Background: an optimization exercise with open tools, aiming at small area. Do not read the settings as production practice.
The RTL was checked by simulation tests, not by an equivalence proof against the original design.
Power figures rest on the tool's default switching activity, not on a simulated workload.

==> design.v <==
package rpc_phy_pkg;
  localparam int BUS_W = 32;
  localparam int DB_W = 16;
  localparam int WORD_W_DEF = 256;
  localparam int MASK_W = 64;
  localparam logic [1:0] OP_WRITE = 2'b01;
  localparam logic [1:0] OP_READ  = 2'b10;
  typedef struct packed {
    logic [1:0]  op;
    logic [3:0]  words_m1;
    logic [25:0] addr;
  } rpc_cmd_t;
  typedef union packed {
    logic [BUS_W-1:0] raw;
    rpc_cmd_t         cmd;
  } rpc_slot_u;
  typedef enum logic [1:0] {
    TYPE_CMD  = 2'b00,
    TYPE_DATA = 2'b01,
    TYPE_MASK = 2'b10
  } rpc_type_e;
endpackage
`timescale 1ns/100ps
module rpc_phy_ctrl (
  input  logic        clk_0_i,
  input  logic        rst_ni,
  input  logic [31:0] cmd_i,
  input  logic        cmd_valid_i,
  input  logic        rd_valid_i,
  output logic        cmd_ready_o,
  output logic        data_ready_o,
  output logic        data_valid_o,
  output logic        data_last_o,
  output logic        cs_no,
  output logic        stb_o,
  output logic        db_oe_o,
  output logic        idle_o,      
  output logic        ld_hi_o,     
  output logic        sh_hi_o,     
  output logic        ld_lo_o,     
  output logic        sh_lo_o,     
  output logic        m2_o         
);
  logic       stb_q;    
  logic       wr_q;     
  logic       rd_q;     
  logic       m1_q;     
  logic       m2_q;     
  logic       valid_q;
  logic       last_q;   
  logic [2:0] slot_q;   
  logic [3:0] cnt_q;    
  logic idle, accept, wd, rd_act, take, slot_end, cnt_zero, next_word;
  assign idle      = ~(stb_q | wr_q | rd_q);
  assign accept    = idle & cmd_valid_i;
  assign wd        = wr_q & ~stb_q & ~m1_q & ~m2_q;
  assign rd_act    = rd_q & ~stb_q & ~last_q;
  assign take      = rd_act & rd_valid_i;
  assign slot_end  = (slot_q == 3'd7);
  assign cnt_zero  = (cnt_q == 4'd0);
  assign next_word = wd & slot_end & ~cnt_zero;
  always_ff @(posedge clk_0_i or negedge rst_ni) begin
    if (!rst_ni) begin
      stb_q   <= 1'b0;
      wr_q    <= 1'b0;
      rd_q    <= 1'b0;
      m1_q    <= 1'b0;
      m2_q    <= 1'b0;
      valid_q <= 1'b0;
      last_q  <= 1'b0;
      slot_q  <= 3'd0;
    end else begin
      stb_q   <= accept;
      wr_q    <= (accept & (cmd_i[31:30] == rpc_phy_pkg::OP_WRITE)) |
                 (wr_q & ~(wd & slot_end & cnt_zero));
      rd_q    <= (accept & (cmd_i[31:30] == rpc_phy_pkg::OP_READ)) |
                 (rd_q & ~last_q);
      m1_q    <= stb_q & wr_q;
      m2_q    <= m1_q;
      valid_q <= take & slot_end;
      last_q  <= take & slot_end & cnt_zero;
      if (wd | take) slot_q <= slot_q + 3'd1;
    end
  end
  always_ff @(posedge clk_0_i) begin
    if (accept) begin
      cnt_q <= cmd_i[29:26];
    end else if ((wd | take) & slot_end) begin
      cnt_q <= cnt_q - 4'd1;
    end
  end
  assign cmd_ready_o  = idle;
  assign cs_no        = idle;
  assign stb_o        = stb_q;
  assign db_oe_o      = stb_q | wr_q;
  assign data_ready_o = m1_q | next_word;
  assign data_valid_o = valid_q;
  assign data_last_o  = last_q;
  assign idle_o  = idle;
  assign ld_hi_o = m1_q | next_word;
  assign sh_hi_o = stb_q | (wd & ~next_word) | take;
  assign ld_lo_o = next_word;
  assign sh_lo_o = stb_q | m1_q | (wd & ~next_word) | take;
  assign m2_o    = m2_q;
endmodule
`timescale 1ns/100ps
module rpc_wr_path (
  input  logic        clk_0_i,
  input  logic [31:0] data_i,
  input  logic [31:0] lo_i,
  output logic [31:0] held_o,
  output logic [31:0] db_o
);
  localparam int HW = rpc_phy_pkg::DB_W;
  logic [31:0] held_q;
  always_ff @(posedge clk_0_i) begin
    held_q <= data_i;
  end
  assign held_o = held_q;
  assign db_o = {lo_i[0 +: HW], lo_i[HW +: HW]};
endmodule
`timescale 1ns/100ps
module rpc_rd_path #(
  parameter int WORD_W = rpc_phy_pkg::WORD_W_DEF
) (
  input  logic                           clk_0_i,
  input  logic [rpc_phy_pkg::BUS_W-1:0]  db_i,
  input  logic [WORD_W-1:0]              data_i,
  input  logic [rpc_phy_pkg::BUS_W-1:0]  cmd_i,
  input  logic [rpc_phy_pkg::MASK_W-1:0] mask_i,
  input  logic [rpc_phy_pkg::BUS_W-1:0]  held_i,
  input  logic                           idle_i,
  input  logic                           ld_hi_i,
  input  logic                           sh_hi_i,
  input  logic                           ld_lo_i,
  input  logic                           sh_lo_i,
  input  logic                           m2_i,
  output logic [WORD_W-1:0]              word_o
);
  localparam int BW = rpc_phy_pkg::BUS_W;
  localparam int HW = rpc_phy_pkg::DB_W;
  localparam int CW = BW + rpc_phy_pkg::MASK_W;
  logic [WORD_W-1:0] word_q, word_d, up, init;
  logic              hold_lo, hold_mid, hold_top;
  assign up   = {db_i, word_q[WORD_W-1:BW]};
  assign init = {{(WORD_W-CW){1'b0}}, mask_i, cmd_i[HW-1:0], cmd_i[BW-1:HW]};
  assign hold_lo  = ~(idle_i | ld_lo_i | sh_lo_i | m2_i);
  assign hold_mid = ~(idle_i | ld_hi_i | sh_hi_i);
  assign hold_top = ~(ld_hi_i | sh_hi_i);
  always_comb begin
    word_d = ({WORD_W{ld_hi_i}} & data_i) | ({WORD_W{sh_hi_i}} & up) |
             ({WORD_W{hold_top}} & word_q);
    word_d[CW-1:BW] = ({(CW-BW){idle_i}} & init[CW-1:BW]) |
                      ({(CW-BW){ld_hi_i}} & data_i[CW-1:BW]) |
                      ({(CW-BW){sh_hi_i}} & up[CW-1:BW]) |
                      ({(CW-BW){hold_mid}} & word_q[CW-1:BW]);
    word_d[BW-1:0] = ({BW{idle_i}} & init[BW-1:0]) |
                     ({BW{ld_lo_i}} & data_i[BW-1:0]) |
                     ({BW{sh_lo_i}} & up[BW-1:0]) |
                     ({BW{m2_i}} & held_i) |
                     ({BW{hold_lo}} & word_q[BW-1:0]);
  end
  always_ff @(posedge clk_0_i) begin
    word_q <= word_d;
  end
  assign word_o = word_q;
endmodule
`timescale 1ns/100ps
module rpc_phy_top #(
  parameter int WORD_W = rpc_phy_pkg::WORD_W_DEF
) (
  input  logic                          clk_0_i,
  input  logic                          rst_ni,
  input  rpc_phy_pkg::rpc_slot_u        cmd_i,
  input  logic                          cmd_valid_i,
  output logic                          cmd_ready_o,
  input  logic [WORD_W-1:0]             data_i,
  input  logic [rpc_phy_pkg::MASK_W-1:0] mask_i,
  output logic                          data_ready_o,
  input  logic [rpc_phy_pkg::BUS_W-1:0] db_i,
  input  logic                          rd_valid_i,
  output logic [WORD_W-1:0]             data_o,
  output logic                          data_valid_o,
  output logic                          data_last_o,
  output logic                          cs_no,
  output logic                          stb_o,
  output logic                          db_oe_o,
  output logic [rpc_phy_pkg::BUS_W-1:0] db_o
);
  logic idle, ld_hi, sh_hi, ld_lo, sh_lo, m2;
  logic [WORD_W-1:0] word;
  logic [rpc_phy_pkg::BUS_W-1:0] held;
  rpc_phy_ctrl u_ctrl (
    .clk_0_i      (clk_0_i),
    .rst_ni       (rst_ni),
    .cmd_i        (cmd_i.raw),
    .cmd_valid_i  (cmd_valid_i),
    .rd_valid_i   (rd_valid_i),
    .cmd_ready_o  (cmd_ready_o),
    .data_ready_o (data_ready_o),
    .data_valid_o (data_valid_o),
    .data_last_o  (data_last_o),
    .cs_no        (cs_no),
    .stb_o        (stb_o),
    .db_oe_o      (db_oe_o),
    .idle_o       (idle),
    .ld_hi_o      (ld_hi),
    .sh_hi_o      (sh_hi),
    .ld_lo_o      (ld_lo),
    .sh_lo_o      (sh_lo),
    .m2_o         (m2)
  );
  rpc_rd_path #(
    .WORD_W (WORD_W)
  ) u_rd_path (
    .clk_0_i (clk_0_i),
    .db_i    (db_i),
    .data_i  (data_i),
    .cmd_i   (cmd_i.raw),
    .mask_i  (mask_i),
    .held_i  (held),
    .idle_i  (idle),
    .ld_hi_i (ld_hi),
    .sh_hi_i (sh_hi),
    .ld_lo_i (ld_lo),
    .sh_lo_i (sh_lo),
    .m2_i    (m2),
    .word_o  (word)
  );
  rpc_wr_path u_wr_path (
    .clk_0_i (clk_0_i),
    .data_i  (data_i[rpc_phy_pkg::BUS_W-1:0]),
    .lo_i    (word[rpc_phy_pkg::BUS_W-1:0]),
    .held_o  (held),
    .db_o    (db_o)
  );
  assign data_o = word;
endmodule
==> flow/run.sh <==
#!/bin/bash
# The standard layout with three changes:
#  - synthesis is synth_recipe.tcl unchanged except that abc maps the logic with
#    an area-oriented script (flow/area.abc); the flip-flops come from dfflibmap
#    before abc runs, so they are the standard synthesis's registers
#  - port buffers use the smallest buffer, sky130_fd_sc_hd__buf_1
#  - clock tree synthesis takes its buffers from flow/config.mk's CTS settings and
#    inserts no dummy loads
# Every tool's output goes to standard.log here and to the ORFS logs under orfs/.
set -euo pipefail
here=$(pwd)
{
  echo 'proc abc {args} {'
  echo '  set i [lsearch -exact $args -script]'
  echo "  if {\$i >= 0} { lset args [expr {\$i + 1}] $here/flow/area.abc }"
  echo '  yosys abc {*}$args'
  echo '}'
  cat synth_recipe.tcl
} > area_synth.tcl
cts_args="-sink_clustering_enable -repair_clock_nets -dont_use_dummy_load"
cts_args="$cts_args -buf_list ${CTS_BUFS:-sky130_fd_sc_hd__clkbuf_8}"
bash standard.sh SYNTH_SCRIPT="$here/area_synth.tcl" \
  BUFFER_PORTS_ARGS="-buffer_cell sky130_fd_sc_hd__buf_1" \
  CTS_ARGS="$cts_args" finish > standard.log 2>&1
==> flow/area.abc <==
strash
&get -n
&st
&synch2
&nf -a -R 1000
&put
topo
dnsize -c
==> standard.sh <==
#!/bin/bash
# synth_recipe.tcl (not shown) runs the flow's synth.tcl, then flattens the netlist and writes it again
# the make line also repeats each setting of config.mk as NAME=value (left out here)
make -C /OpenROAD-flow-scripts/flow DESIGN_CONFIG=/design/flow/config.mk WORK_HOME=/design/flow/orfs CLKGATE_MAP_FILE= SYNTH_SCRIPT=/design/flow/synth_recipe.tcl "${@:-finish}"
==> config.mk <==
export PLATFORM = sky130hd
export DESIGN_NAME = rpc_phy_top
export DESIGN_NICKNAME = rpc_phy_top
export VERILOG_FILES = /design/flow/design.v
export SDC_FILE = /design/flow/constraint.sdc
export NUM_CORES = 4
export LEC_CHECK = 0
export CAP_MARGIN = 20
export CORE_AREA = 2 2 238 238
export DIE_AREA = 0 0 240 240
export SLEW_MARGIN = 20
==> constraint.sdc <==
create_clock -name core_clock -period 6.0 [get_ports {clk_0_i}]
set_input_delay 1.2000 -clock core_clock [delete_from_list [all_inputs] [get_ports {clk_0_i}]]
set_output_delay 1.2000 -clock core_clock [all_outputs]
set_load 0.01 [all_outputs]
==> results of run 1 <==
worst max-delay path, delay by kind of cell, from the launching register on:
| kind | cells | cell delay, ps |
|---|---|---|
| and+or+nand+nor | 3 | 1150 |
| DFF | 1 | 770 |
| buffers and inverters | 2 | 710 |
| AOI/OAI and AO/OA | 1 | 120 |
kinds of logic after synthesis:
logic type                 Yosys count  synth area share
DFF                                302             0.575
buffers and inverters              196            0.0805
AOI/OAI and AO/OA                  296             0.266
adders and majority gates            3           0.00352
and+or+nand+nor                    188            0.0707
xor gates and xnor gates             3           0.00246
muxes                                2           0.00211
synthesized netlist by cell type (3+ instances only):
cell type	number	area share
a222oi_1	256	0.24
a22oi_1	32	0.022
and2_0	3	0.0018
buf_4	33	0.023
clkinv_1	163	0.057
dfrtp_1	10	0.023
dfxtp_1	288	0.54
edfxtp_1	4	0.011
ha_1	3	0.0035
nand2_1	167	0.059
nor2_1	4	0.0014
o21ai_0	7	0.0033
xnor2_1	3	0.0025
placed cells by master, fill, tap and decap left out, types with 2 or more instances in the layout:
| cell type | instances |
|---|---|
| dfrtp_1 | 9 |
| buf_1 | 682 |
| edfxtp_1 | 4 |
| nand3b_1 | 2 |
| clkinv_1 | 163 |
| ha_1 | 3 |
| xnor2_1 | 3 |
| nor2b_1 | 2 |
| and2_0 | 3 |
| a22oi_1 | 32 |
| o21ai_0 | 7 |
| nand2_1 | 167 |
| dfxtp_1 | 288 |
| buf_4 | 10 |
| nor2_1 | 2 |
| nor2_4 | 2 |
| clkbuf_8 | 52 |
| mux2_1 | 2 |
| buf_12 | 3 |
| a222oi_1 | 256 |
how the worst max path moves through the flow:
stage,cells past startpoint,start,slack (ps),endpoint
floorplan,8,u_ctrl.m2_q$_DFF_PN0_,-2020,u_rd_path.word_q[100]$_DFF_P_
global route,6,u_ctrl.m2_q$_DFF_PN0_,1230,data_ready_o
finish,6,u_ctrl.m2_q$_DFF_PN0_,1440,data_ready_o
detailed placement,10,u_ctrl.m2_q$_DFF_PN0_,1790,u_rd_path.word_q[3]$_DFF_P_
global placement,10,u_ctrl.m2_q$_DFF_PN0_,1600,u_rd_path.word_q[18]$_DFF_P_
CTS,6,u_ctrl.m2_q$_DFF_PN0_,1340,data_ready_o
stage by stage:
step / utilization / worst slack [ps]
floorplan: - / -2020
global placement: 0.256 / 1600
detailed placement: 0.257 / 1790
CTS: 0.270 / 1340
global route: 0.270 / 1230
finish: 0.270 / 1440
sequential cells by signal, indices dropped and copies added, names as in the netlist:
signal and flops:
u_ctrl.cnt_q 4, u_ctrl.wr_q 1, u_ctrl.slot_q 3, u_wr_path.held_q 32, u_ctrl.rd_q 1, u_ctrl.valid_q 1, u_rd_path.word_q 256, u_ctrl.m2_q 1
u_ctrl.m1_q 1, u_ctrl.stb_q 1, u_ctrl.last_q 1
cell type report:
cell class,instances,share of cell area
multi-input combinational,492,0.253
timing repair buffer,695,0.181
inverter,163,0.0412
clock buffer,52,0.0482
sequential,302,0.413
tap,748,0.0630
antenna,1,0.000168
where the power goes:
group | total [µW] | internal, µW | switching [µW]
Clock | 1500 | 758 | 743
Combinational | 4860 | 1770 | 3090
Sequential | 4040 | 3090 | 946
per-layer routing:
metal | part of all wire | GRT usage | up-vias
met4 | 0.028 | 0.0578 | 0
met3 | 0.10 | 0.0419 | 81
met2 | 0.49 | 0.252 | 814
met5 | 0 | 0 | -
li1 | - | - | 5358
met1 | 0.38 | 0.165 | 5612
==> results_dict.tcl, run 1 <==
set metrics [dict create \
    globalplace.congestion 0.914 \
    critPathArrivalTime_ps 3360 \
    first_pass_iters 12 \
    die_w_um 240 \
    final-setup-viol-count 0 \
    ir_worst_vdd_uv 388 \
    start_kind "flop" \
    cts_tree "yes" \
    fin_setup_tns_ps 0 \
    status "complete, no violations" \
    end_kind "output pin" \
    syn_area_mm2 0.0107 \
    area_growth_pct 39.1 \
    design.core.area_mm2 0.0551 \
    r2r_setup_slack_ps 1880 \
    p_leak_uw 0.00556 \
    crit_chain "nor4b_4 > nand2_1 > a21oi_4 > buf_4 > or2_4 > buf_1" \
    htree_num_levels 2 \
    period_share 0.760 \
    grt_pass1_wl_um 64100 \
    r2r_cells 10 \
    port_buffers 682 \
    seq_area_frac_synth 0.575 \
    cp_data_required_time_ps 4800 \
    start_util 0.194 \
    path_max_fanout 35 \
    ff_latch_area_mm2 0.00614 \
    std_cell_rows 86 \
    cp_slowest_cell "dfrtp_2" \
    clock_latency_ps 590 \
    wl_per_cell_um 18.7 \
    nFillCells 6044 \
    fmax_mhz 219 \
    slew_violations 0 \
    syn-num-nets 1381 \
    fin_skew_ps 26.7 \
    avgSynthCellArea_um2 10.8 \
    hold-path-endpoint "u_rd_path.word_q[68]$_DFF_P_" \
    fin_worst_hold_slack_ps 444 \
    die-area_mm2 0.0576 \
    critPathMaxStageDelay_ps 770 \
    rsz0062_at_grt "no" \
    worstHoldStart "u_rd_path.word_q[100]$_DFF_P_" \
    synth_edf_count 4 \
    min_path_type "reg2reg" \
    crit_type "reg2out" \
    r2r_end "u_rd_path.word_q[19]$_DFF_P_" \
    postRouteAntennaNets 0 \
    worstMarginPinSlew_ps 1080 \
    nets 2097 \
    relSlewSlack 0.281 \
    total_power_uw 10400 \
    numCtsBuffers 52 \
    die_h_um 240 \
    finalHoldViolations 0 \
    vias 11900 \
    detailed_place.area_mm2 0.0141 \
    ys_ff_latch 302 \
    synthFlopType "dfxtp_1" \
    drt-initial-drc-count 1866 \
    power_density_mw_per_mm2 700 \
    period_minus_slack_ps 4560 \
    grtUsageTotal 0.144 \
    hold_depth 2 \
    final_cells 2453 \
    grt_pass1_vias 11100 \
    viasPerCell 4.84 \
    yosys.cell_types.count 24 \
    final_cell_area_mm2 0.0149 \
    synthCells 990 \
    cts-root-buf "clkbuf_8" \
    multi_input_area_mm2 0.00375 \
    yosysWarnings 3 \
    grt_max_degree 117 \
    hold_buffers 0 \
    routed_wl_um 45900 \
    cts_buffer_depth 3 \
    post-cts-setup-buffers 0 \
    clkTransAtPathRegs_ps 50 \
    dp_cells 2400 \
    r2r-start "u_ctrl.m2_q$_DFF_PN0_" \
    antenna_found_initial 1 \
    io_pins 683 \
    grt.overflow.total 0 \
    maxCapViolCount 0 \
    post_route_cells_drive_above_1_share 0.0440 \
    drc 0 \
    dpl.hpwl_um 33200 \
    async_flop_share 0.0331 \
    cts.sinks 302 \
    cts.repair.resized 0 \
]
==> run 2, diff against run 1 <==
--- a/design.v
+++ b/design.v
@@ -41,3 +41,6 @@
   output logic        sh_lo_o,     
-  output logic        m2_o         
+  output logic        m2_o,        
+  output logic        hold_lo_o,   
+  output logic        hold_mid_o,  
+  output logic        hold_top_o   
 );
@@ -85,7 +88,3 @@
   always_ff @(posedge clk_0_i) begin
-    if (accept) begin
-      cnt_q <= cmd_i[29:26];
-    end else if ((wd | take) & slot_end) begin
-      cnt_q <= cnt_q - 4'd1;
-    end
+    cnt_q <= accept ? cmd_i[29:26] : cnt_q - {3'd0, (wd | take) & slot_end};
   end
@@ -104,2 +103,5 @@
   assign m2_o    = m2_q;
+  assign hold_lo_o  = ~(idle | ld_lo_o | sh_lo_o | m2_q);
+  assign hold_mid_o = ~(idle | ld_hi_o | sh_hi_o);
+  assign hold_top_o = ~(ld_hi_o | sh_hi_o);
 endmodule
@@ -137,2 +139,5 @@
   input  logic                           m2_i,
+  input  logic                           hold_lo_i,
+  input  logic                           hold_mid_i,
+  input  logic                           hold_top_i,
   output logic [WORD_W-1:0]              word_o
@@ -143,11 +148,7 @@
   logic [WORD_W-1:0] word_q, word_d, up, init;
-  logic              hold_lo, hold_mid, hold_top;
   assign up   = {db_i, word_q[WORD_W-1:BW]};
   assign init = {{(WORD_W-CW){1'b0}}, mask_i, cmd_i[HW-1:0], cmd_i[BW-1:HW]};
-  assign hold_lo  = ~(idle_i | ld_lo_i | sh_lo_i | m2_i);
-  assign hold_mid = ~(idle_i | ld_hi_i | sh_hi_i);
-  assign hold_top = ~(ld_hi_i | sh_hi_i);
   always_comb begin
     word_d = ({WORD_W{ld_hi_i}} & data_i) | ({WORD_W{sh_hi_i}} & up) |
-             ({WORD_W{hold_top}} & word_q);
+             ({WORD_W{hold_top_i}} & word_q);
     word_d[CW-1:BW] = ({(CW-BW){idle_i}} & init[CW-1:BW]) |
@@ -155,3 +156,3 @@
                       ({(CW-BW){sh_hi_i}} & up[CW-1:BW]) |
-                      ({(CW-BW){hold_mid}} & word_q[CW-1:BW]);
+                      ({(CW-BW){hold_mid_i}} & word_q[CW-1:BW]);
     word_d[BW-1:0] = ({BW{idle_i}} & init[BW-1:0]) |
@@ -160,3 +161,3 @@
                      ({BW{m2_i}} & held_i) |
-                     ({BW{hold_lo}} & word_q[BW-1:0]);
+                     ({BW{hold_lo_i}} & word_q[BW-1:0]);
   end
@@ -189,3 +190,3 @@
 );
-  logic idle, ld_hi, sh_hi, ld_lo, sh_lo, m2;
+  logic idle, ld_hi, sh_hi, ld_lo, sh_lo, m2, hold_lo, hold_mid, hold_top;
   logic [WORD_W-1:0] word;
@@ -210,3 +211,6 @@
     .sh_lo_o      (sh_lo),
-    .m2_o         (m2)
+    .m2_o         (m2),
+    .hold_lo_o    (hold_lo),
+    .hold_mid_o   (hold_mid),
+    .hold_top_o   (hold_top)
   );
@@ -226,3 +230,6 @@
     .sh_lo_i (sh_lo),
-    .m2_i    (m2),
+    .m2_i       (m2),
+    .hold_lo_i  (hold_lo),
+    .hold_mid_i (hold_mid),
+    .hold_top_i (hold_top),
     .word_o  (word)
==> flow/run.sh (replaced) <==
#!/bin/bash
# The standard layout (standard.sh) with these changes:
#  - synthesis is synth_recipe.tcl unchanged except for abc: it maps the logic
#    with each area-oriented script flow/map*.abc and keeps the smallest result.
#    The flip-flops come from dfflibmap before abc runs, so they are the standard
#    synthesis's registers, with the same names and cell types.
#  - port buffers use the smallest buffer, sky130_fd_sc_hd__buf_1
#  - clock tree synthesis clusters up to 15 flip-flops within 60 um on one
#    sky130_fd_sc_hd__clkbuf_8 and inserts no dummy loads
# Every tool's output goes to standard.log here and to the ORFS logs under orfs/.
set -euo pipefail
here=$(pwd)
scripts=$(ls "$here"/flow/map*.abc | paste -sd' ')
cat > area_synth.tcl <<TCL
proc abc {args} {
  set i [lsearch -exact \$args -script]
  design -save pre_abc
  set best -1
  foreach s {$scripts} {
    design -load pre_abc
    set a \$args
    if {\$i >= 0} { lset a [expr {\$i + 1}] \$s }
    yosys abc {*}\$a
    set st [tee -q -s result.string stat -liberty [lindex \$::env(LIB_FILES) 0]]
    if {![regexp {Chip area for top module [^:]*: ([0-9.]+)} \$st -> area]} {
      regexp {Chip area for module [^:]*: ([0-9.]+)} \$st -> area
    }
    puts "abc script \$s: area \$area"
    if {\$best < 0 || \$area < \$best} { set best \$area; design -save best_abc }
  }
  design -load best_abc
  puts "abc kept area \$best"
}
TCL
cat synth_recipe.tcl >> area_synth.tcl
cts_args="-sink_clustering_enable -repair_clock_nets -dont_use_dummy_load"
cts_args="$cts_args -buf_list sky130_fd_sc_hd__clkbuf_8 -sink_clustering_size 15 -sink_clustering_max_diameter 60"
bash standard.sh SYNTH_SCRIPT="$here/area_synth.tcl" \
  BUFFER_PORTS_ARGS="-buffer_cell sky130_fd_sc_hd__buf_1" \
  CTS_ARGS="$cts_args" finish > standard.log 2>&1
==> flow/map1.abc (new file) <==
strash
&get -n
&st
&synch2
&nf -a -R 1000
&put
topo
==> flow/map2.abc (new file) <==
strash
&get -n
&nf -a -R 1000
&put
topo
==> flow/map3.abc (new file) <==
strash
&get -n
&st
&synch2
&put
amap
topo
dnsize -c
--- a/config.mk
+++ b/config.mk
@@ -8,4 +8,5 @@
 export CAP_MARGIN = 20
-export CORE_AREA = 2 2 238 238
-export DIE_AREA = 0 0 240 240
+export CORE_AREA = 2 2 203 203
+export DIE_AREA = 0 0 205 205
 export SLEW_MARGIN = 20
+export SYNTH_HIERARCHICAL = 1
removed: flow/area.abc
==> results_dict.tcl, run 2 <==
set metrics [dict create \
    status "complete, no violations" \
    path_max_fanout 71 \
    most-common-layout-cells "buf_1 (682), dfxtp_1 (292), a222oi_1 (256), nand2_1 (169), clkinv_1 (163)" \
    grt_pass1_vias 10800 \
    synthFlopType "dfxtp_1" \
    area_growth_pct 32.6 \
    die_h_um 205 \
    syn_area_mm2 0.0107 \
    avgSynthCellArea_um2 10.7 \
    viasPerCell 5.34 \
    numCtsBuffers 27 \
    start_util 0.268 \
    regMostFlops "u_rd_path.word_q" \
    cts-root-buf "clkbuf_8" \
    crit_start "u_ctrl.m2_q$_DFF_PN0_" \
    post-cts-setup-buffers 0 \
    port_buffers 682 \
    crit_type "reg2out" \
    reg.largest.list "u_rd_path.word_q x256, u_wr_path.held_q x32, u_ctrl.cnt_q x4" \
    min_path_type "reg2reg" \
    cts.repair.resized 0 \
    final-setup-viol-count 0 \
    relSlewSlack 0.281 \
    netlist_top_cells_count "dfxtp_1 (292), a222oi_1 (256), nand2_1 (169)" \
    start_kind "flop" \
    vias 11800 \
    grt.overflow.total 0 \
    pwr-share-clk 0.105 \
    power_switching_share 0.465 \
    ir_worst_vdd_uv 320 \
    slew_violations 0 \
    yosys.cell_types.count 22 \
    critPathMaxStageDelay_ps 770 \
    fin_setup_tns_ps 0 \
    fin_skew_ps 62.4 \
    worstMarginPinSlew_ps 1080 \
    intPower_uw 5340 \
    p_sw_uw 4640 \
    final_common_cell "buf_1" \
    hold_buffers 0 \
    grt_max_degree 161 \
    p_comb_frac 0.494 \
    cp_data_required_time_ps 4800 \
    maxCapViolCount 0 \
    power_density_mw_per_mm2 706 \
    end_kind "output pin" \
    cp_slowest_cell "dfrtp_2" \
    std_cell_rows 73 \
    clock_latency_ps 590 \
    synth_top_area_frac 0.548 \
    critPathArrivalTime_ps 3350 \
    ys_ff_latch 302 \
    synth_most_common_cell "dfxtp_1" \
    nets 2072 \
    antenna_found_initial 1 \
    period_minus_slack_ps 4550 \
    r2r-start "u_ctrl.m2_q$_DFF_PN0_" \
    first_pass_iters 10 \
    grt_pass1_wl_um 67000 \
    seqPwrFrac 0.400 \
    rsz0062_at_grt "no" \
    r2r_end "u_rd_path.word_q[74]$_DFF_P_" \
    async_flop_share 0.0331 \
    r2r_cells 7 \
    post_route_cells_drive_above_1_share 0.0280 \
    final_cells 2204 \
    yosysWarnings 9 \
    routed_wl_um 47900 \
    crit_path_end "data_ready_o" \
    cts_tree "yes" \
    die-area_mm2 0.0420 \
    cts.sinks 302 \
    grtUsageTotal 0.208 \
    final_cell_area_mm2 0.0141 \
    drc 0 \
    crit_chain "nor4b_1 > nand2_1 > a21oi_4 > or2_4 > buf_1" \
    cts_buffer_depth 3 \
    drt-initial-drc-count 2182 \
    fmax_mhz 220 \
    seq_area_frac_synth 0.572 \
    clkTransAtPathRegs_ps 90 \
    r2r_setup_slack_ps 2040 \
    largest_reg_flops 256 \
    wl_per_cell_um 21.7 \
    htree_num_levels 1 \
    globalplace.congestion 0.958 \
    synth_edf_count 0 \
    detailed_place.area_mm2 0.0138 \
    dpl.hpwl_um 35200 \
    design.core.area_mm2 0.0398 \
    synthCells 993 \
    die_w_um 205 \
    finalHoldViolations 0 \
    dp_cells 2176 \
    io_pins 683 \
    yosys.area.top_type "dfxtp_1" \
    postRouteAntennaNets 0 \
    p_leak_uw 0.00515 \
    yosys-top-cells-area "dfxtp_1 (55%), a222oi_1 (24%), nand2_1 (5.9%)" \
    post-route-util 0.355 \
    syn-num-nets 1385 \
    period_share 0.758 \
]
-- run 2: changes by cell type in the layout (fill, tap and decap cells not counted), sizes merged, moves of 2 or more --
cell	previous run	this run
buf	695	693
dfxtp	288	292
edfxtp	4	0
clkbuf	52	27
nand2	167	169
-- run 2: kinds of logic after synthesis --
family,after synthesis,synth area share
DFF,302,0.572
buffers and inverters,198,0.0820
xor gates and xnor gates,3,0.00246
adders and majority gates,4,0.00469
AOI/OAI and AO/OA,296,0.267
and+or+nand+nor,188,0.0701
muxes,2,0.00211
-- run 2: final cells by class --
type                    count  area (µm²)
multi-input cells         493        3740
clock buffers              27         372
repair buffers            693        2660
flip-flops and latches    302        6100
well taps                 525         657
diodes                      1        2.50
inverters                 163         612
fillers                  4195       25700
-- run 2: critical path: cells and delay by family (launching register included) --
kind,cells,cell delay [ps]
AOI/OAI and AO/OA,1,150
buffers and inverters,1,220
DFF,1,770
and+or+nand+nor,3,1610
-- run 2: metrics by stage --
stage	setup slack [ps]	hold WS, ps	power [µW]
6_report	1450	418	9980
5_1_grt	1180	444	10700
4_1_cts	1330	423	10000
3_5_place_dp	2010	421	8940
3_3_place_gp	2020	416	8810
2_1_floorplan	246	382	7020
-- run 2: how the worst min path moves through the flow --
stage	from	end	depth (start not counted)
2_1_floorplan	u_ctrl.m1_q$_DFF_PN0_	u_ctrl.m2_q$_DFF_PN0_	0
3_3_place_gp	u_ctrl.m1_q$_DFF_PN0_	u_ctrl.m2_q$_DFF_PN0_	0
3_5_place_dp	u_ctrl.m1_q$_DFF_PN0_	u_ctrl.m2_q$_DFF_PN0_	0
4_1_cts	u_wr_path.held_q[17]$_DFF_P_	u_rd_path.word_q[17]$_DFF_P_	2
5_1_grt	u_wr_path.held_q[17]$_DFF_P_	u_rd_path.word_q[17]$_DFF_P_	2
6_report	u_wr_path.held_q[17]$_DFF_P_	u_rd_path.word_q[17]$_DFF_P_	2
-- run 2: per-module statistics from Yosys (local to each module, per instance), excerpt --
module / cell area (µm²) / flip-flops and latches / cells inside
rpc_phy_ctrl: 653 / 14 / 65
rpc_wr_path: 881 / 32 / 64
-- run 2: per-layer routing --
layer,vias up,share of wire,track usage
met3,73,0.099,0.0450
met1,5648,0.39,0.257
met5,-,0,0
li1,5298,-,-
met4,0,0.030,0.0596
met2,750,0.49,0.363
-- run 2: power by group through the flow --
stage               sequential, µW  clock (µW)  combinational (µW)
finish                        3990        1050                4930
global route                  4080        1160                5440
CTS                           3970        1090                4960
detailed placement            4000           0                4940
global placement              3970           0                4830
floorplan                     4150           0                2870
==> run 3, diff against run 2 <==
--- a/design.v
+++ b/design.v
@@ -52,5 +52,5 @@
   logic       valid_q;
-  logic       last_q;   
   logic [2:0] slot_q;   
   logic [3:0] cnt_q;    
+  logic       last;     
   logic idle, accept, wd, rd_act, take, slot_end, cnt_zero, next_word;
@@ -59,3 +59,4 @@
   assign wd        = wr_q & ~stb_q & ~m1_q & ~m2_q;
-  assign rd_act    = rd_q & ~stb_q & ~last_q;
+  assign last      = valid_q & (cnt_q == 4'hf);
+  assign rd_act    = rd_q & ~stb_q & ~last;
   assign take      = rd_act & rd_valid_i;
@@ -72,3 +73,2 @@
       valid_q <= 1'b0;
-      last_q  <= 1'b0;
       slot_q  <= 3'd0;
@@ -79,3 +79,3 @@
       rd_q    <= (accept & (cmd_i[31:30] == rpc_phy_pkg::OP_READ)) |
-                 (rd_q & ~last_q);
+                 (rd_q & ~last);
       m1_q    <= stb_q & wr_q;
@@ -83,3 +83,2 @@
       valid_q <= take & slot_end;
-      last_q  <= take & slot_end & cnt_zero;
       if (wd | take) slot_q <= slot_q + 3'd1;
@@ -96,3 +95,3 @@
   assign data_valid_o = valid_q;
-  assign data_last_o  = last_q;
+  assign data_last_o  = last;
   assign idle_o  = idle;
--- a/config.mk
+++ b/config.mk
@@ -10,2 +10,3 @@
 export DIE_AREA = 0 0 205 205
+export PLACE_DENSITY = 0.75
 export SLEW_MARGIN = 20
==> results_dict.tcl, run 3 <==
set metrics [dict create \
    syn-num-nets 1386 \
    final_common_cell "buf_1" \
    finalHoldViolations 0 \
    clock_latency_ps 600 \
    cts-root-buf "clkbuf_8" \
    seq_area_frac_synth 0.570 \
    use_met3 0.0525 \
    drc 0 \
    first_pass_iters 11 \
    status "complete, no violations" \
    drt-initial-drc-count 2226 \
    routed_wl_um 47600 \
    htree_num_levels 1 \
    hold_buffers 0 \
    path_max_fanout 50 \
    io_pins 683 \
    nets 2076 \
    yosys.cell_types.count 27 \
    multi_input_area_mm2 0.00374 \
    r2r_cells 10 \
    grt.overflow.total 0 \
    top_usage_layer "met2" \
    min_path_type "reg2reg" \
    netlist_top_cells_count "dfxtp_1 (292), a222oi_1 (256), nand2_1 (168)" \
    cts_tree "yes" \
    relSlewSlack 0.335 \
    yosys-top-cells-area "dfxtp_1 (55%), a222oi_1 (24%), nand2_1 (5.9%)" \
    viasPerCell 5.41 \
    port_buffers 682 \
    post-cts-setup-buffers 0 \
    r2r_end "u_rd_path.word_q[129]$_DFF_P_" \
    grt_pass1_wl_um 66500 \
    final_cell_area_mm2 0.0142 \
    synthFlopType "dfxtp_1" \
    cts_buffer_depth 3 \
    r2r-start "u_ctrl.m2_q$_DFF_PN0_" \
    fin_skew_ps 63.3 \
    cp_data_required_time_ps 4800 \
    grt_max_degree 177 \
    crit_buf_inv 2 \
    clkTransAtPathRegs_ps 70 \
    rsz0062_at_grt "no" \
    globalplace.congestion 0.961 \
    dpl.hpwl_um 35100 \
    grt_pass1_vias 11100 \
    synth.area.mux_share 0.00211 \
    p_leak_uw 0.00532 \
    yosys.area_share.simple 0.0705 \
    end_kind "output pin" \
    power_density_mw_per_mm2 481 \
    synth_xor_area_frac 0.00247 \
    start_kind "flop" \
    nFillCells 4156 \
    antenna_found_initial 4 \
    cts.repair.resized 0 \
    grtUsageMet1 0.249 \
    reg.largest.list "u_rd_path.word_q x256, u_wr_path.held_q x32, u_ctrl.cnt_q x4" \
    numCtsBuffers 29 \
    die-area_mm2 0.0420 \
    grtUsageTotal 0.206 \
    start_util 0.267 \
    worstMarginPinSlew_ps 998 \
    synth_edf_count 0 \
    crit_start "u_ctrl.m2_q$_DFF_PN0_" \
    ys_ff_latch 301 \
    synth_most_common_cell "dfxtp_1" \
    synth_adder_area_share 0.00470 \
    hold_depth 0 \
    design.core.area_mm2 0.0398 \
    async_flop_share 0.0299 \
    wl_per_cell_um 21.5 \
    fin_worst_hold_slack_ps 445 \
    regMostFlops "u_rd_path.word_q" \
    syn_area_mm2 0.0107 \
    fin_setup_tns_ps 0 \
    critPathMaxStageDelay_ps 740 \
    post_route_cells_drive_above_1_share 0.0297 \
    ir_worst_vdd_uv 272 \
    crit_type "reg2out" \
    hold-path-endpoint "u_ctrl.m2_q$_DFF_PN0_" \
    largest_reg_flops 256 \
    die_w_um 205 \
    critPathArrivalTime_ps 3400 \
    detailed_place.area_mm2 0.0138 \
    period_minus_slack_ps 4600 \
    critical_path.top_delay_family "simple AND/OR/NAND/NOR gates" \
    die_h_um 205 \
    post-route-util 0.356 \
    std_cell_rows 73 \
    most-common-layout-cells "buf_1 (682), dfxtp_1 (292), a222oi_1 (256), nand2_1 (168), clkinv_1 (165)" \
    cts.sinks 301 \
    fmax_mhz 217 \
    synth-compound-area-share 0.267 \
    ff_latch_area_mm2 0.00607 \
    yosysWarnings 9 \
    grtUsageMet2 0.354 \
    yosys.area.top_type "dfxtp_1" \
    path_depth 6 \
    r2r_setup_slack_ps 1740 \
    cp_slowest_cell "dfrtp_2" \
    slew_violations 0 \
    area_growth_pct 33.2 \
    crit_chain "nor4b_1 > buf_4 > nand2_1 > nor2_4 > or2_4 > buf_1" \
    final-setup-viol-count 0 \
    worstHoldStart "u_ctrl.m1_q$_DFF_PN0_" \
    synthCells 994 \
    postRouteAntennaNets 0 \
    maxCapViolCount 0 \
    avgSynthCellArea_um2 10.7 \
    vias 11900 \
    period_share 0.767 \
    synth_top_family_by_area "compound AO/OA/AOI/OAI gates" \
    synth_top_area_frac 0.549 \
]
-- run 3: routing by layer --
| layer | vias to the layer above | share of wire |
|---|---|---|
| met3 | 100 | 0.11 |
| met4 | 4 | 0.033 |
| met5 | - | 0.00057 |
| li1 | 5317 | - |
| met2 | 879 | 0.48 |
| met1 | 5646 | 0.37 |
-- run 3: cell type report --
cell class,count,share of cell area
Inverter,165,0.0436
Clock buffer,29,0.0281
Antenna cell,3,0.000529
Tap cell,525,0.0463
Timing Repair Buffer,694,0.190
Multi-Input combinational cell,493,0.264
Sequential cell,301,0.428
-- run 3: power by group --
group	internal, µW	switching (µW)
clock	427	656
sequential	2720	681
combinational	908	1440
total	4050	2770
-- run 3: cell families after synthesis --
family,Yosys count
flops,301
compound gates,295
buf+inv,200
simple gates,189
fa+ha+maj,4
xor+xnor,3
mux,2
-- run 3: worst max path at each step --
stage                                          to  slack (ps)
global placement    u_rd_path.word_q[213]$_DFF_P_        1810
CTS                                  data_ready_o        1310
finish                               data_ready_o        1400
global route                         data_ready_o        1140
detailed placement  u_rd_path.word_q[185]$_DFF_P_        1700
floorplan           u_rd_path.word_q[126]$_DFF_P_          70
-- run 3: per-module statistics from Yosys (local to each module, per instance), excerpt --
module	cells	copies in the design	area [µm²]
rpc_wr_path	64	1	881
rpc_phy_ctrl	66	1	642
-- run 3: through the flow --
stage          total power [µW]  instances  setup WS (ps)
2_1_floorplan              4650        994           65.8
3_3_place_gp               5670       2178           1810
3_5_place_dp               5750       2178           1700
4_1_cts                    6850       2207           1310
5_1_grt                    7220       2209           1140
6_report                   6830       2210           1400
==> run 4, diff against run 3 <==
--- a/config.mk
+++ b/config.mk
@@ -10,3 +10,2 @@
 export DIE_AREA = 0 0 205 205
-export PLACE_DENSITY = 0.75
 export SLEW_MARGIN = 20
==> results_dict.tcl, run 4 <==
set metrics [dict create \
    nets 2073 \
    slew_violations 0 \
    seq_area_frac_synth 0.570 \
    start_kind "flop" \
    reg.largest.list "u_rd_path.word_q x256, u_wr_path.held_q x32, u_ctrl.cnt_q x4" \
    fin_skew_ps 21.0 \
    regMostFlops "u_rd_path.word_q" \
    critPathArrivalTime_ps 3650 \
    cts.sinks 301 \
    syn-num-nets 1386 \
    design.core.area_mm2 0.0398 \
    antenna_found_initial 7 \
    finalHoldViolations 0 \
    htree_num_levels 1 \
    drc 0 \
    start_util 0.267 \
    yosysWarnings 9 \
    grtUsageTotal 0.197 \
    hold_depth 0 \
    ys_ff_latch 301 \
    cts_tree "yes" \
    fmax_mhz 206 \
    post-cts-setup-buffers 0 \
    drt-initial-drc-count 2484 \
    critical_path.top_delay_family "simple AND/OR/NAND/NOR gates" \
    port_buffers 682 \
    netlist_top_cells_count "dfxtp_1 (292), a222oi_1 (256), nand2_1 (168)" \
    post_route_cells_drive_above_1_share 0.0280 \
    numCtsBuffers 25 \
    path_depth 7 \
    die_h_um 205 \
    viasPerCell 5.29 \
    most-common-layout-cells "buf_1 (682), dfxtp_1 (292), a222oi_1 (256), nand2_1 (168), clkinv_1 (165)" \
    yosys.cell_types.count 27 \
    synthFlopType "dfxtp_1" \
    syn_area_mm2 0.0107 \
    clock_latency_ps 570 \
    synth_top_area_frac 0.549 \
    crit_chain "nor4b_1 > buf_4 > nand2_1 > nor2_4 > buf_4 > or2_4 > buf_1" \
    grt.overflow.total 0 \
    routed_wl_um 45700 \
    die_w_um 205 \
    async_flop_share 0.0299 \
    crit_buf_inv 3 \
    die-area_mm2 0.0420 \
    grt_max_degree 161 \
    vias 11700 \
    status "complete, no violations" \
    period_minus_slack_ps 4850 \
    first_pass_iters 13 \
    largest_reg_flops 256 \
    crit_type "reg2out" \
    fin_setup_tns_ps 0 \
    path_max_fanout 43 \
    worst_path_most_repeated_cell "buf_4" \
    worstMarginPinSlew_ps 1040 \
    critPathMaxStageDelay_ps 750 \
    cp_data_required_time_ps 4800 \
    min_path_type "reg2reg" \
    power_density_mw_per_mm2 473 \
    std_cell_rows 73 \
    cts.repair.resized 0 \
    cp_slowest_cell "dfrtp_2" \
    final-setup-viol-count 0 \
    postRouteAntennaNets 0 \
    synth_edf_count 0 \
    io_pins 683 \
    synthCells 994 \
    yosys-top-cells-area "dfxtp_1 (55%), a222oi_1 (24%), nand2_1 (5.9%)" \
    clkTransAtPathRegs_ps 90 \
    globalplace.congestion 0.924 \
    rsz0062_at_grt "no" \
    grt_pass1_wl_um 64000 \
    p_leak_uw 0.00529 \
    r2r_cells 9 \
    grt_pass1_vias 10500 \
    avgSynthCellArea_um2 10.7 \
    final_common_cell "buf_1" \
    maxCapViolCount 0 \
    relSlewSlack 0.306 \
    ir_worst_vdd_uv 244 \
    hold_buffers 0 \
    post-route-util 0.355 \
    area_growth_pct 32.6 \
    synth_most_common_cell "dfxtp_1" \
    dpl.hpwl_um 34000 \
    period_share 0.808 \
    cts-root-buf "clkbuf_8" \
    end_kind "output pin" \
    yosys.area.top_type "dfxtp_1" \
    wl_per_cell_um 20.7 \
    cts_buffer_depth 3 \
]
## run 4: stage by stage
step	setup slack [ps]	power [µW]	hold slack, ps	std cells	cell area [µm²]
detailed placement	1760	5700	427	2179	13800
global route	926	7110	468	2211	14100
global placement	1720	5640	419	2179	13800
finish	1150	6680	450	2211	14100
floorplan	65.8	4650	383	994	10700
CTS	1080	6710	449	2204	14100
## run 4: cell type report
class / instances / area, µm²
diodes: 7 / 17.5
clock buffers: 25 / 344
well taps: 525 / 657
fillers: 4239 / 25700
multi-input cells: 493 / 3740
inverters: 165 / 619
repair buffers: 695 / 2670
flip-flops and latches: 301 / 6070
## run 4: path summary, 6_finish.rpt
check | to | slack, ps | start
setup / recovery | data_ready_o | 1150 | u_ctrl.m2_q$_DFF_PN0_
hold / removal | u_ctrl.m2_q$_DFF_PN0_ | 450 | u_ctrl.m1_q$_DFF_PN0_
setup reg to reg | u_rd_path.word_q[68]$_DFF_P_ | 1810 | u_ctrl.m2_q$_DFF_PN0_
hold reg to reg | u_ctrl.m2_q$_DFF_PN0_ | 450 | u_ctrl.m1_q$_DFF_PN0_
max in group asynchronous | u_ctrl.m2_q$_DFF_PN0_ | 5060 | rst_ni
min in group asynchronous | u_ctrl.slot_q[1]$_DFFE_PN0P_ | 570 | rst_ni
## run 4: logic make-up after synthesis
logic type                 Yosys count  synth area share
xor gates and xnor gates             3           0.00247
muxes                                2           0.00211
adders and majority gates            4           0.00470
buffers and inverters              200            0.0828
AOI/OAI and AO/OA                  295             0.267
and+or+nand+nor                    189            0.0705
DFF                                301             0.570
## run 4: report_power, final
group,internal [µW],switching [µW]
Combinational,904,1390
Sequential,2720,658
Clock,373,635
## run 4: worst reg2reg max path, cell delays in order, from the launching register on
cell and delay [ps]:
dfrtp_2 750, nor4b_1 420, buf_4 220, nand2_1 100, nor2_4 320, buf_4 430, or2_4 540, buf_4 890
a222oi_1 350, nand2_1 120
## run 4: Yosys stat by module, one instance, submodules excluded, excerpt
module	cell area [µm²]	times used	flip-flops and latches
rpc_phy_ctrl	642	1	13
rpc_wr_path	881	1	32
## run 4: per-layer routing
layer	track usage	vias to the layer above	wire length (µm)
met5	0	-	0
met4	0.0650	0	1090
met3	0.0431	64	4690
met2	0.328	772	21900
met1	0.252	5562	18000
li1	-	5305	-
==> run 5, diff against run 4 <==
--- a/config.mk
+++ b/config.mk
@@ -7,6 +7,6 @@
 export LEC_CHECK = 0
-export CAP_MARGIN = 20
+export CAP_MARGIN = 5
 export CORE_AREA = 2 2 203 203
 export DIE_AREA = 0 0 205 205
-export SLEW_MARGIN = 20
+export SLEW_MARGIN = 5
 export SYNTH_HIERARCHICAL = 1
==> results_dict.tcl, run 5 <==
set metrics [dict create \
    postRouteAntennaNets 0 \
    port_buffers 682 \
    period_minus_slack_ps 4850 \
    crit_chain "nor4b_1 > buf_4 > nand2_1 > nor2_4 > buf_4 > or2_4 > buf_1" \
    critPathArrivalTime_ps 3650 \
    fin_setup_tns_ps 0 \
    yosys-top-cells-area "dfxtp_1 (55%), a222oi_1 (24%), nand2_1 (5.9%)" \
    drt-initial-drc-count 2484 \
    synthFlopType "dfxtp_1" \
    io_pins 683 \
    htree_num_levels 1 \
    post_route_cells_drive_above_1_share 0.0280 \
    synthCells 994 \
    ir_worst_vdd_uv 244 \
    final-setup-viol-count 0 \
    most-common-layout-cells "buf_1 (682), dfxtp_1 (292), a222oi_1 (256), nand2_1 (168), clkinv_1 (165)" \
    dpl.hpwl_um 34000 \
    post-cts-setup-buffers 0 \
    vias 11700 \
    die-area_mm2 0.0420 \
    grt.overflow.total 0 \
    status "complete, no violations" \
    grtUsageTotal 0.197 \
    final_cell_area_mm2 0.0141 \
    r2r_setup_slack_ps 1810 \
    total_power_uw 6680 \
    post-route-util 0.355 \
    slew_violations 0 \
    hold_buffers 0 \
    design.core.area_mm2 0.0398 \
    cp_slowest_cell "dfrtp_2" \
    grt_max_degree 161 \
    power_density_mw_per_mm2 473 \
    std_cell_rows 73 \
    reg.largest.list "u_rd_path.word_q x256, u_wr_path.held_q x32, u_ctrl.cnt_q x4" \
    grt_pass1_wl_um 64000 \
    globalplace.congestion 0.924 \
    final_cells 2211 \
    worstMarginPinSlew_ps 1040 \
    yosys.cell_types.count 27 \
    worst_path_most_repeated_cell "buf_4" \
    clock_latency_ps 570 \
    synth_edf_count 0 \
    final_common_cell "buf_1" \
    crit_type "reg2out" \
    syn-num-nets 1386 \
    viasPerCell 5.29 \
    end_kind "output pin" \
    async_flop_share 0.0299 \
    p_leak_uw 0.00529 \
    drc 0 \
    routed_wl_um 45700 \
    die_w_um 205 \
    seq_area_frac_synth 0.570 \
    rsz0062_at_grt "no" \
    die_h_um 205 \
    fin_skew_ps 21.0 \
    fmax_mhz 206 \
    cts_buffer_depth 3 \
    wl_per_cell_um 20.7 \
    start_util 0.267 \
    maxCapViolCount 0 \
    yosys.area.top_type "dfxtp_1" \
    numCtsBuffers 25 \
    synth_top_area_frac 0.549 \
    cts_tree "yes" \
    cp_data_required_time_ps 4800 \
    detailed_place.area_mm2 0.0138 \
    avgSynthCellArea_um2 10.7 \
    ys_ff_latch 301 \
    critPathMaxStageDelay_ps 750 \
    relSlewSlack 0.306 \
    cts.repair.resized 0 \
    cts-root-buf "clkbuf_8" \
    start_kind "flop" \
    dp_cells 2179 \
    path_max_fanout 43 \
    syn_area_mm2 0.0107 \
    clkTransAtPathRegs_ps 90 \
    regMostFlops "u_rd_path.word_q" \
    antenna_found_initial 7 \
    largest_reg_flops 256 \
    grt_pass1_vias 10500 \
    first_pass_iters 13 \
    nets 2073 \
    cts.sinks 301 \
    min_path_type "reg2reg" \
    netlist_top_cells_count "dfxtp_1 (292), a222oi_1 (256), nand2_1 (168)" \
    area_growth_pct 32.6 \
    synth_most_common_cell "dfxtp_1" \
    finalHoldViolations 0 \
    period_share 0.808 \
    yosysWarnings 9 \
]
-- run 5: cell counts after synthesis --
Identical to the previous run, type by type.
-- run 5: per-layer routing --
| metal | share of wire | up-vias | track usage |
|---|---|---|---|
| li1 | - | 5305 | - |
| met1 | 0.39 | 5562 | 0.252 |
| met2 | 0.48 | 772 | 0.328 |
| met3 | 0.10 | 64 | 0.0431 |
| met4 | 0.024 | 0 | 0.0650 |
| met5 | 0 | - | 0 |
-- run 5: worst max-delay path: cells and delay by family, from the launching register on --
family / cells / cell delay [ps]
flops: 1 / 750
buf+inv: 3 / 920
simple gates: 4 / 1360
-- run 5: cells by family after synthesis --
group,after synthesis,share of synthesized area
flops,301,0.570
compound gates,295,0.267
buf+inv,200,0.0828
simple gates,189,0.0705
fa+ha+maj,4,0.00470
xor+xnor,3,0.00247
mux,2,0.00211
-- run 5: area by class of cell --
class | instances | area (µm²)
Clock buffer | 25 | 344
Antenna cell | 7 | 17.5
Tap cell | 525 | 657
Multi-Input combinational cell | 493 | 3740
Sequential cell | 301 | 6070
Inverter | 165 | 619
Fill cell | 4239 | 25700
Timing Repair Buffer | 695 | 2670
-- run 5: path summary, 6_finish.rpt --
path                                                endpoint                   from  cells past startpoint
worst max-delay path                            data_ready_o  u_ctrl.m2_q$_DFF_PN0_                      7
worst min-delay path                   u_ctrl.m2_q$_DFF_PN0_  u_ctrl.m1_q$_DFF_PN0_                      0
worst max register to register  u_rd_path.word_q[68]$_DFF_P_  u_ctrl.m2_q$_DFF_PN0_                      9
worst min register to register         u_ctrl.m2_q$_DFF_PN0_  u_ctrl.m1_q$_DFF_PN0_                      0
max in group asynchronous              u_ctrl.m2_q$_DFF_PN0_                 rst_ni                      1
min in group asynchronous       u_ctrl.slot_q[1]$_DFFE_PN0P_                 rst_ni                      1
-- run 5: modules after synthesis (local to each module, per instance), excerpt --
module | area, µm² | flops+latches
rpc_phy_ctrl | 642 | 13
rpc_wr_path | 881 | 32
-- run 5: power by group --
part / internal [µW] / switching, µW / leakage [µW]
sequential: 2720 / 658 / 0.00255
clock: 373 / 635 / 0.000180
combinational: 904 / 1390 / 0.00256
total: 4000 / 2690 / 0.00529
-- run 5: through the flow --
stage                     hold WS [ps]  setup slack (ps)
after floorplan                    383              65.8
after global placement             419              1720
after detailed placement           427              1760
after CTS                          449              1080
after global routing               468               926
final                              450              1150

[static timing again, ports no longer ideal]
In the flow no input, the clock included, has a driving cell. The finished layouts below were timed again as built, in two steps. Step 1: set_driving_cell puts a clkbuf_16 on clk_0_i and a buf_2 on each other input, an assumption about the parent block. Step 2 times the ports against the registers' clock, not the clock port: input delays grow and output delays shrink by t, the midpoint of the rising clock arrivals with the driver on. Slacks: no drivers / after step 1 / after step 2; pairs: no drivers / after step 1.
run | shift t [ns] | setup WS [ns] | worst setup path after step 2 | slew at the worst register clock pin (ns)
run 1 | 0.626 | 1.439 / 1.388 / 1.883 | register to register | 0.06 / 0.06
run 2 | 0.611 | 1.454 / 1.407 / 2.018 | register to output | 0.10 / 0.10
run 3 | 0.618 | 1.399 / 1.354 / 1.739 | register to register | 0.10 / 0.10
run 4 | 0.603 | 1.150 / 1.105 / 1.708 | register to output | 0.10 / 0.10
run 5 | 0.603 | 1.150 / 1.105 / 1.708 | register to output | 0.10 / 0.10
After both steps every run listed still meets setup and hold.
